Source: an optimization exercise on an open RTL-to-GDS flow (aim: small area, a short achievable clock period and few clock cycles per item). Production flows keep margins and buffers that such runs may drop. Function was checked by simulation only, so behaviour that the tests miss may differ from the original. Power and IR drop assume default switching activity.

// cache_top
module cache_top (
    input  logic                     clk,
    input  logic                     reset,
    input  logic                     cpuRead,
    input  logic                     cpuWrite,
    input  logic [32-1:0] cpuAddr,
    input  logic [32-1:0] cpuWriteData,
    output logic [32-1:0] cpuReadData,
    output logic                     cpuDone,
    output logic                     busReq,
    input  logic                     busGnt,
    output logic [32-1:0] busAddr,
    output logic [32-1:0] busWriteData,
    output logic                     busRead,
    output logic                     busReadEx,
    output logic                     busInvalidate,
    output logic                     memWrite,
    input  logic [32-1:0] busReadData,
    input  logic                     dataInBus,
    input  logic                     sharedIn,
    input  logic                     memWriteDone,
    input  logic                     allInvalidationDone,
    input  logic                     snoopValid,
    input  logic                     snoopInvalidate,
    input  logic [32-1:0] snoopAddr,
    output logic                     invalidationDone
);
export LEC_CHECK = 0
export CAP_MARGIN = 20
export CORE_MARGIN = 2
export CORE_UTILIZATION = 25
export PLACE_DENSITY = 0.3
export SETUP_SLACK_MARGIN = 0.3
export SLEW_MARGIN = 20
create_clock -name core_clock -period 14.0 [get_ports {clk}]
run.sh (not shown) runs the stock make flow with config.mk's settings and CLKGATE_MAP_FILE= SYNTH_SCRIPT=/design/flow/synth_recipe.tcl, a recipe that flattens the netlist after the stock synthesis.
The starting point produced a clean layout.
Testbench counts at the start, summed over its fixed seeds: cycles 70,240, accesses 24,000.
Rerun with:
- CORE_UTILIZATION: 25 -> 50
- PLACE_DENSITY: 0.3 -> 0.6
- SETUP_SLACK_MARGIN: 0.3 -> 5
What happened: The new run finished but failed the layout checks on max-capacitance violations, max-slew violations. Routed wire length shrinks by about 14%. Setup slack improved by 2.8 ns. Power stays flat.

========
the reference run:
cache_top, a different RTL version from the one above (not shown whole).
Size: ~11,000 cells after synthesis, about 4,000 flip-flops.
export LEC_CHECK = 0
export CAP_MARGIN = 20
export CORE_MARGIN = 2
export CORE_UTILIZATION = 35
export PLACE_DENSITY = 0.45
export SETUP_SLACK_MARGIN = 5
export SLEW_MARGIN = 20
create_clock -name core_clock -period 14.0 [get_ports {clk}]
standard.sh (not shown) runs the stock make flow with config.mk's settings and CLKGATE_MAP_FILE= SYNTH_SCRIPT=/design/flow/synth_recipe.tcl, a recipe that flattens the netlist after the stock synthesis.
==> flow/flow/run.sh <==
#!/bin/bash
# Standard ORFS layout with a tighter setup margin for timing repair and a
# clock tree of larger sink clusters without dummy loads
bash standard.sh SETUP_SLACK_MARGIN=8.5 \
  "CTS_ARGS=-sink_clustering_enable -repair_clock_nets -dont_use_dummy_load -sink_clustering_size 20 -sink_clustering_max_diameter 80 -buf_list sky130_fd_sc_hd__clkbuf_16" \
  finish > standard.log 2>&1
Testbench counts of the reference run, summed over its fixed seeds: cycles 100,378, accesses 24,000.
[inputs] the trial run vs the reference run
==> flow/flow/run.sh <==
#!/bin/bash
# Standard ORFS layout with a tighter setup margin for timing repair and a
# clock tree of clkbuf_8 cells without dummy loads
bash standard.sh SETUP_SLACK_MARGIN=8 \
  "CTS_ARGS=-sink_clustering_enable -repair_clock_nets -dont_use_dummy_load -buf_list sky130_fd_sc_hd__clkbuf_8" \
  finish > standard.log 2>&1
--- outcome ---
Compared with the reference run, the trial run shows a higher register fraction of the total cell area.
Summary: with the reference run as the reference, number of global-route vias before repair in the trial run moved up by a few percent.
In the trial run, the fraction of area in multi-input gates came out 1.7 points below the value in the reference run.
Cell area | the trial run vs the reference run | the trial run smaller
Note that the number of resized instances in the post-cts repair step recorded for the trial run amounts to 0.63 times the value seen in the reference run.
Looking at combinational share of power across the trial run and the reference run, the one that comes out lower is the trial run.
Between the reference run and the trial run, the flow reports wire length decreasing by a few percent.

========
The RTL this note starts from:
==> flow/design.v <==
`default_nettype none
package cache_pkg;
    typedef enum logic [1:0] {
        MesiInvalid   = 2'b00,
        MesiShared    = 2'b01,
        MesiExclusive = 2'b10,
        MesiModified  = 2'b11
    } mesiState;
    typedef enum logic [2:0] {
        StIdle,
        StLookup,
        StWriteBack,
        StFill,
        StUpgrade,
        StUpdate,
        StDone
    } ctrlState;
    typedef enum logic [2:0] {
        OpNone,
        OpRead,
        OpReadEx,
        OpInvalidate,
        OpWriteBack
    } busOp;
endpackage
`default_nettype wire
`timescale 1ns/1ps
`default_nettype none
module cache_top (
    input  logic                     clk,
    input  logic                     reset,
    input  logic                     cpuRead,
    input  logic                     cpuWrite,
    input  logic [32-1:0] cpuAddr,
    input  logic [32-1:0] cpuWriteData,
    output logic [32-1:0] cpuReadData,
    output logic                     cpuDone,
    output logic                     busReq,
    input  logic                     busGnt,
    output logic [32-1:0] busAddr,
    output logic [32-1:0] busWriteData,
    output logic                     busRead,
    output logic                     busReadEx,
    output logic                     busInvalidate,
    output logic                     memWrite,
    input  logic [32-1:0] busReadData,
    input  logic                     dataInBus,
    input  logic                     sharedIn,
    input  logic                     memWriteDone,
    input  logic                     allInvalidationDone,
    input  logic                     snoopValid,
    input  logic                     snoopInvalidate,
    input  logic [32-1:0] snoopAddr,
    output logic                     invalidationDone
);
    localparam int TW = 26;
    localparam int DW = 32;
    localparam int IW = 4;
    localparam int NS = 16;
    localparam int NW = 4;
    localparam logic [1:0] StIdle = 2'd0;
    localparam logic [1:0] StBus  = 2'd1;
    localparam logic [1:0] StDone = 2'd2;
    logic [NS-1:0][NW-1:0][TW-1:0] lineTag;
    logic [NS-1:0][NW-1:0][1:0]    lineState;
    logic [NS-1:0][NW-1:0][DW-1:0] lineData;
    logic [NS-1:0][1:0]            pointer;
    logic [1:0] state;
    logic          req;
    logic [IW-1:0] cpuIdx;
    logic [IW-1:0] snpIdx;
    logic [TW-1:0] cpuTag;
    logic [TW-1:0] tag;
    logic [3:0]    selHi;
    logic [3:0]    selLo;
    logic [NS-1:0] setSelVec;
    assign req    = cpuRead | cpuWrite;
    assign cpuIdx = cpuAddr[2 +: IW];
    assign snpIdx = snoopAddr[2 +: IW];
    assign cpuTag = cpuAddr[32-1 -: TW];
    assign tag    = snoopValid ? snoopAddr[32-1 -: TW] : cpuTag;
    always_comb
    begin
        for (int k = 0; k < 4; k++)
        begin
            selHi[k] = snoopValid ? (snpIdx[3:2] == 2'(k)) : (cpuIdx[3:2] == 2'(k));
            selLo[k] = snoopValid ? (snpIdx[1:0] == 2'(k)) : (cpuIdx[1:0] == 2'(k));
        end
        for (int s = 0; s < NS; s++)
            setSelVec[s] = selHi[s / 4] && selLo[s % 4];
    end
    logic [3:0][NW-1:0][TW-1:0] grpTag;
    logic [3:0][NW-1:0][1:0]    grpState;
    logic [3:0][NW-1:0]         grpMatch;
    always_comb
    begin
        grpTag   = '0;
        grpState = '0;
        for (int lo = 0; lo < 4; lo++)
            for (int k = 0; k < 4; k++)
            begin
                grpTag[lo]   = grpTag[lo]   | ({(NW*TW){selHi[k]}} & lineTag[k*4 + lo]);
                grpState[lo] = grpState[lo] | ({(NW*2){selHi[k]}}  & lineState[k*4 + lo]);
            end
        for (int lo = 0; lo < 4; lo++)
            for (int w = 0; w < NW; w++)
                grpMatch[lo][w] = (grpState[lo][w] != cache_pkg::MesiInvalid) &&
                                  (grpTag[lo][w] == tag);
    end
    logic [NW-1:0][TW-1:0] setTag;
    logic [NW-1:0][1:0]    setState;
    logic [NW-1:0][DW-1:0] setData;
    logic [1:0]            ptrWay;
    logic [NW-1:0]         hitVec;
    logic [NW-1:0]         freeVec;
    always_comb
    begin
        setTag   = '0;
        setState = '0;
        hitVec   = '0;
        for (int lo = 0; lo < 4; lo++)
        begin
            setTag   = setTag   | ({(NW*TW){selLo[lo]}} & grpTag[lo]);
            setState = setState | ({(NW*2){selLo[lo]}}  & grpState[lo]);
            hitVec   = hitVec   | ({NW{selLo[lo]}}      & grpMatch[lo]);
        end
        setData  = '0;
        ptrWay   = '0;
        for (int s = 0; s < NS; s++)
        begin
            setData  = setData  | ({(NW*DW){setSelVec[s]}} & lineData[s]);
            ptrWay   = ptrWay   | ({2{setSelVec[s]}}       & pointer[s]);
        end
        for (int w = 0; w < NW; w++)
            freeVec[w] = (setState[w] == cache_pkg::MesiInvalid);
    end
    logic          hit;
    logic [DW-1:0] hitData;
    logic [NW-1:0] ownVec;
    logic          freeFound;
    logic [1:0]    freeWay;
    logic [1:0]    hitWay;
    logic [1:0]    victim;
    logic          victimDirty;
    always_comb
    begin
        hitData = '0;
        for (int w = 0; w < NW; w++)
        begin
            hitData   = hitData | ({DW{hitVec[w]}} & setData[w]);
            ownVec[w] = hitVec[w] && setState[w][1];
        end
    end
    assign hit    = |hitVec;
    assign hitWay = {hitVec[3] | hitVec[2], hitVec[3] | hitVec[1]};
    assign freeFound   = |freeVec;
    assign freeWay     = freeVec[0] ? 2'd0 : freeVec[1] ? 2'd1 : freeVec[2] ? 2'd2 : 2'd3;
    assign victim      = freeFound ? freeWay : ptrWay;
    assign victimDirty = !freeFound && (setState[ptrWay] == cache_pkg::MesiModified);
    logic idleReq;
    logic snoopHit;
    assign idleReq  = (state == StIdle) && req;
    assign snoopHit = (state == StIdle) && snoopValid && snoopInvalidate && hit;
    logic [NS-1:0] setQ;
    logic [1:0]    wayQ;
    logic          isWriteQ;
    logic          noFreeQ;
    logic          hitWrQ;
    logic [DW-1:0] readQ;
    logic          busReqQ;
    logic          opWbQ;
    logic          opRdQ;
    logic          opRdxQ;
    logic          opInvQ;
    logic          fillingQ;
    logic          doneQ;
    logic [TW-1:0] busTagQ;
    logic [IW-1:0] busIdxQ;
    logic [DW-1:0] busDataQ;
    logic wbDone;
    logic fillDone;
    logic upgDone;
    assign wbDone   = opWbQ && memWriteDone;
    assign fillDone = fillingQ && dataInBus;
    assign upgDone  = opInvQ && allInvalidationDone;
    always_ff @(posedge clk)
    begin
        if (reset)
        begin
            state   <= StIdle;
            busReqQ <= 1'b0;
            opWbQ   <= 1'b0;
            opRdQ   <= 1'b0;
            opRdxQ  <= 1'b0;
            opInvQ  <= 1'b0;
            fillingQ <= 1'b0;
            doneQ   <= 1'b0;
        end
        else
        begin
            doneQ <= idleReq && hit && (!cpuWrite || (|ownVec));
            case (state)
                StIdle:
                begin
                    if (idleReq)
                    begin
                        if (hit && (!cpuWrite || (|ownVec)))
                            state <= StDone;
                        else
                        begin
                            state   <= StBus;
                            busReqQ <= 1'b1;
                            opWbQ   <= !hit && victimDirty;
                            opRdQ   <= !hit && !victimDirty && !cpuWrite;
                            opRdxQ  <= !hit && !victimDirty && cpuWrite;
                            fillingQ <= !hit && !victimDirty;
                            opInvQ  <= hit;
                        end
                    end
                end
                StBus:
                begin
                    if (wbDone)
                    begin
                        opWbQ  <= 1'b0;
                        opRdQ  <= !isWriteQ;
                        opRdxQ <= isWriteQ;
                        fillingQ <= 1'b1;
                    end
                    else if (fillDone || upgDone)
                    begin
                        state   <= StIdle;
                        busReqQ <= 1'b0;
                        opRdQ   <= 1'b0;
                        opRdxQ  <= 1'b0;
                        fillingQ <= 1'b0;
                        opInvQ  <= 1'b0;
                    end
                end
                default:
                    state <= StIdle;
            endcase
        end
    end
    always_ff @(posedge clk)
    begin
        if (idleReq)
        begin
            setQ     <= setSelVec;
            wayQ     <= hit ? hitWay : victim;
            isWriteQ <= cpuWrite;
            noFreeQ  <= !freeFound;
            hitWrQ   <= cpuWrite;
            readQ    <= hitData;
            busTagQ  <= setTag[ptrWay];
            busIdxQ  <= cpuIdx;
            busDataQ <= setData[ptrWay];
        end
        else if (state == StBus && (!opWbQ || wbDone))
            busTagQ <= cpuTag;
    end
    assign busReq        = busReqQ;
    assign memWrite      = busGnt && opWbQ;
    assign busRead       = busGnt && opRdQ;
    assign busReadEx     = busGnt && opRdxQ;
    assign busInvalidate = busGnt && opInvQ;
    assign busAddr       = {busTagQ, busIdxQ, {2{1'b0}}};
    assign busWriteData  = busDataQ;
    assign cpuDone     = doneQ || fillDone || upgDone;
    assign cpuReadData = opRdQ ? busReadData : readQ;
    logic          upd;
    logic          tagUpd;
    logic [1:0]    newState;
    logic [DW-1:0] newData;
    assign upd     = ((state == StDone) && hitWrQ) || fillDone || upgDone;
    assign tagUpd  = fillDone;
    assign newData = opRdQ ? busReadData : cpuWriteData;
    assign newState = !opRdQ ? cache_pkg::MesiModified :
                      sharedIn ? cache_pkg::MesiShared : cache_pkg::MesiExclusive;
    for (genvar s = 0; s < NS; s++)
    begin : g_set
        for (genvar w = 0; w < NW; w++)
        begin : g_way
            logic reqSel;
            logic snpSel;
            assign reqSel = upd && setQ[s] && (wayQ == 2'(w));
            assign snpSel = snoopHit && setSelVec[s] && hitVec[w];
            always_ff @(posedge clk)
            begin
                if (reset)
                    lineState[s][w] <= cache_pkg::MesiInvalid;
                else if (reqSel)
                    lineState[s][w] <= newState;
                else if (snpSel)
                    lineState[s][w] <= cache_pkg::MesiInvalid;
            end
            always_ff @(posedge clk)
            begin
                if (reqSel && tagUpd)
                    lineTag[s][w] <= cpuTag;
            end
            always_ff @(posedge clk)
            begin
                if (reqSel)
                    lineData[s][w] <= newData;
            end
        end
        always_ff @(posedge clk)
        begin
            if (reset)
                pointer[s] <= '0;
            else if (fillDone && noFreeQ && setQ[s])
                pointer[s] <= pointer[s] + 2'd1;
        end
    end
    always_ff @(posedge clk)
    begin
        if (reset)
            invalidationDone <= 1'b0;
        else
            invalidationDone <= snoopHit;
    end
endmodule
`default_nettype wire
Settings: LEC_CHECK=0, CAP_MARGIN=20, CORE_MARGIN=2, CORE_UTILIZATION=45, PLACE_DENSITY=0.55, SETUP_SLACK_MARGIN=5, SLEW_MARGIN=20; clock period 14.0 ns.
==> flow/flow/run.sh <==
#!/bin/bash
# Standard ORFS layout with a tighter setup margin for timing repair and a
# clock tree of larger sink clusters without dummy loads
bash standard.sh SETUP_SLACK_MARGIN=8 \
  "CTS_ARGS=-sink_clustering_enable -repair_clock_nets -dont_use_dummy_load -sink_clustering_size 20 -sink_clustering_max_diameter 80 -buf_list sky130_fd_sc_hd__clkbuf_16" \
  finish > standard.log 2>&1
The starting point finished with timing, DRC and antenna clean.
Testbench counts at the start, summed over its fixed seeds: cycles 100,378, accesses 24,000.
Then changed:
Settings changed: CORE_UTILIZATION 45 to 40, PLACE_DENSITY 0.55 to 0.5.
Non-clock buffer count drops by 147.
Power barely changes.
Design area falls by 0.37%.
Setup slack loses 0.35 ns.

[what the ideal ports hide]
No port has a modelled driver above. Below, the same layouts with a new extraction and two added sets of constraints.
Step 1 sets driving cells, clkbuf_16 on the clock port and buf_2 on the other inputs (assumed; they add their load-dependent delay and slew).
Step 2, shift: input delay + t, output delay - t, t = (earliest + latest rising clock arrival at the registers) / 2. This alone moves slack from input paths to output paths.
Three values: ideal, step 1, step 2; two values: the first two.
run	shift t [ns]	setup slack, ns	worst data-port slew with drivers (ns)	pins driven straight from the clock port
the first run of note 1	1.132	0.770 / 0.712 / 0.712	0.09	1
the second run of note 1	1.041	3.613 / 3.344 / 3.344	0.47	1
the reference run	1.111	7.721 / 7.474 / 6.363	0.50	1
the trial run	1.379	7.708 / 7.577 / 6.198	0.40	1
the first run of note 3	1.090	7.827 / 7.599 / 6.509	0.39	1
the second run of note 3	1.099	7.472 / 7.324 / 6.225	0.28	1
The setup slack of the trial run, which loses most, moves by -0.131 ns with the drivers and by -1.510 ns with both steps.
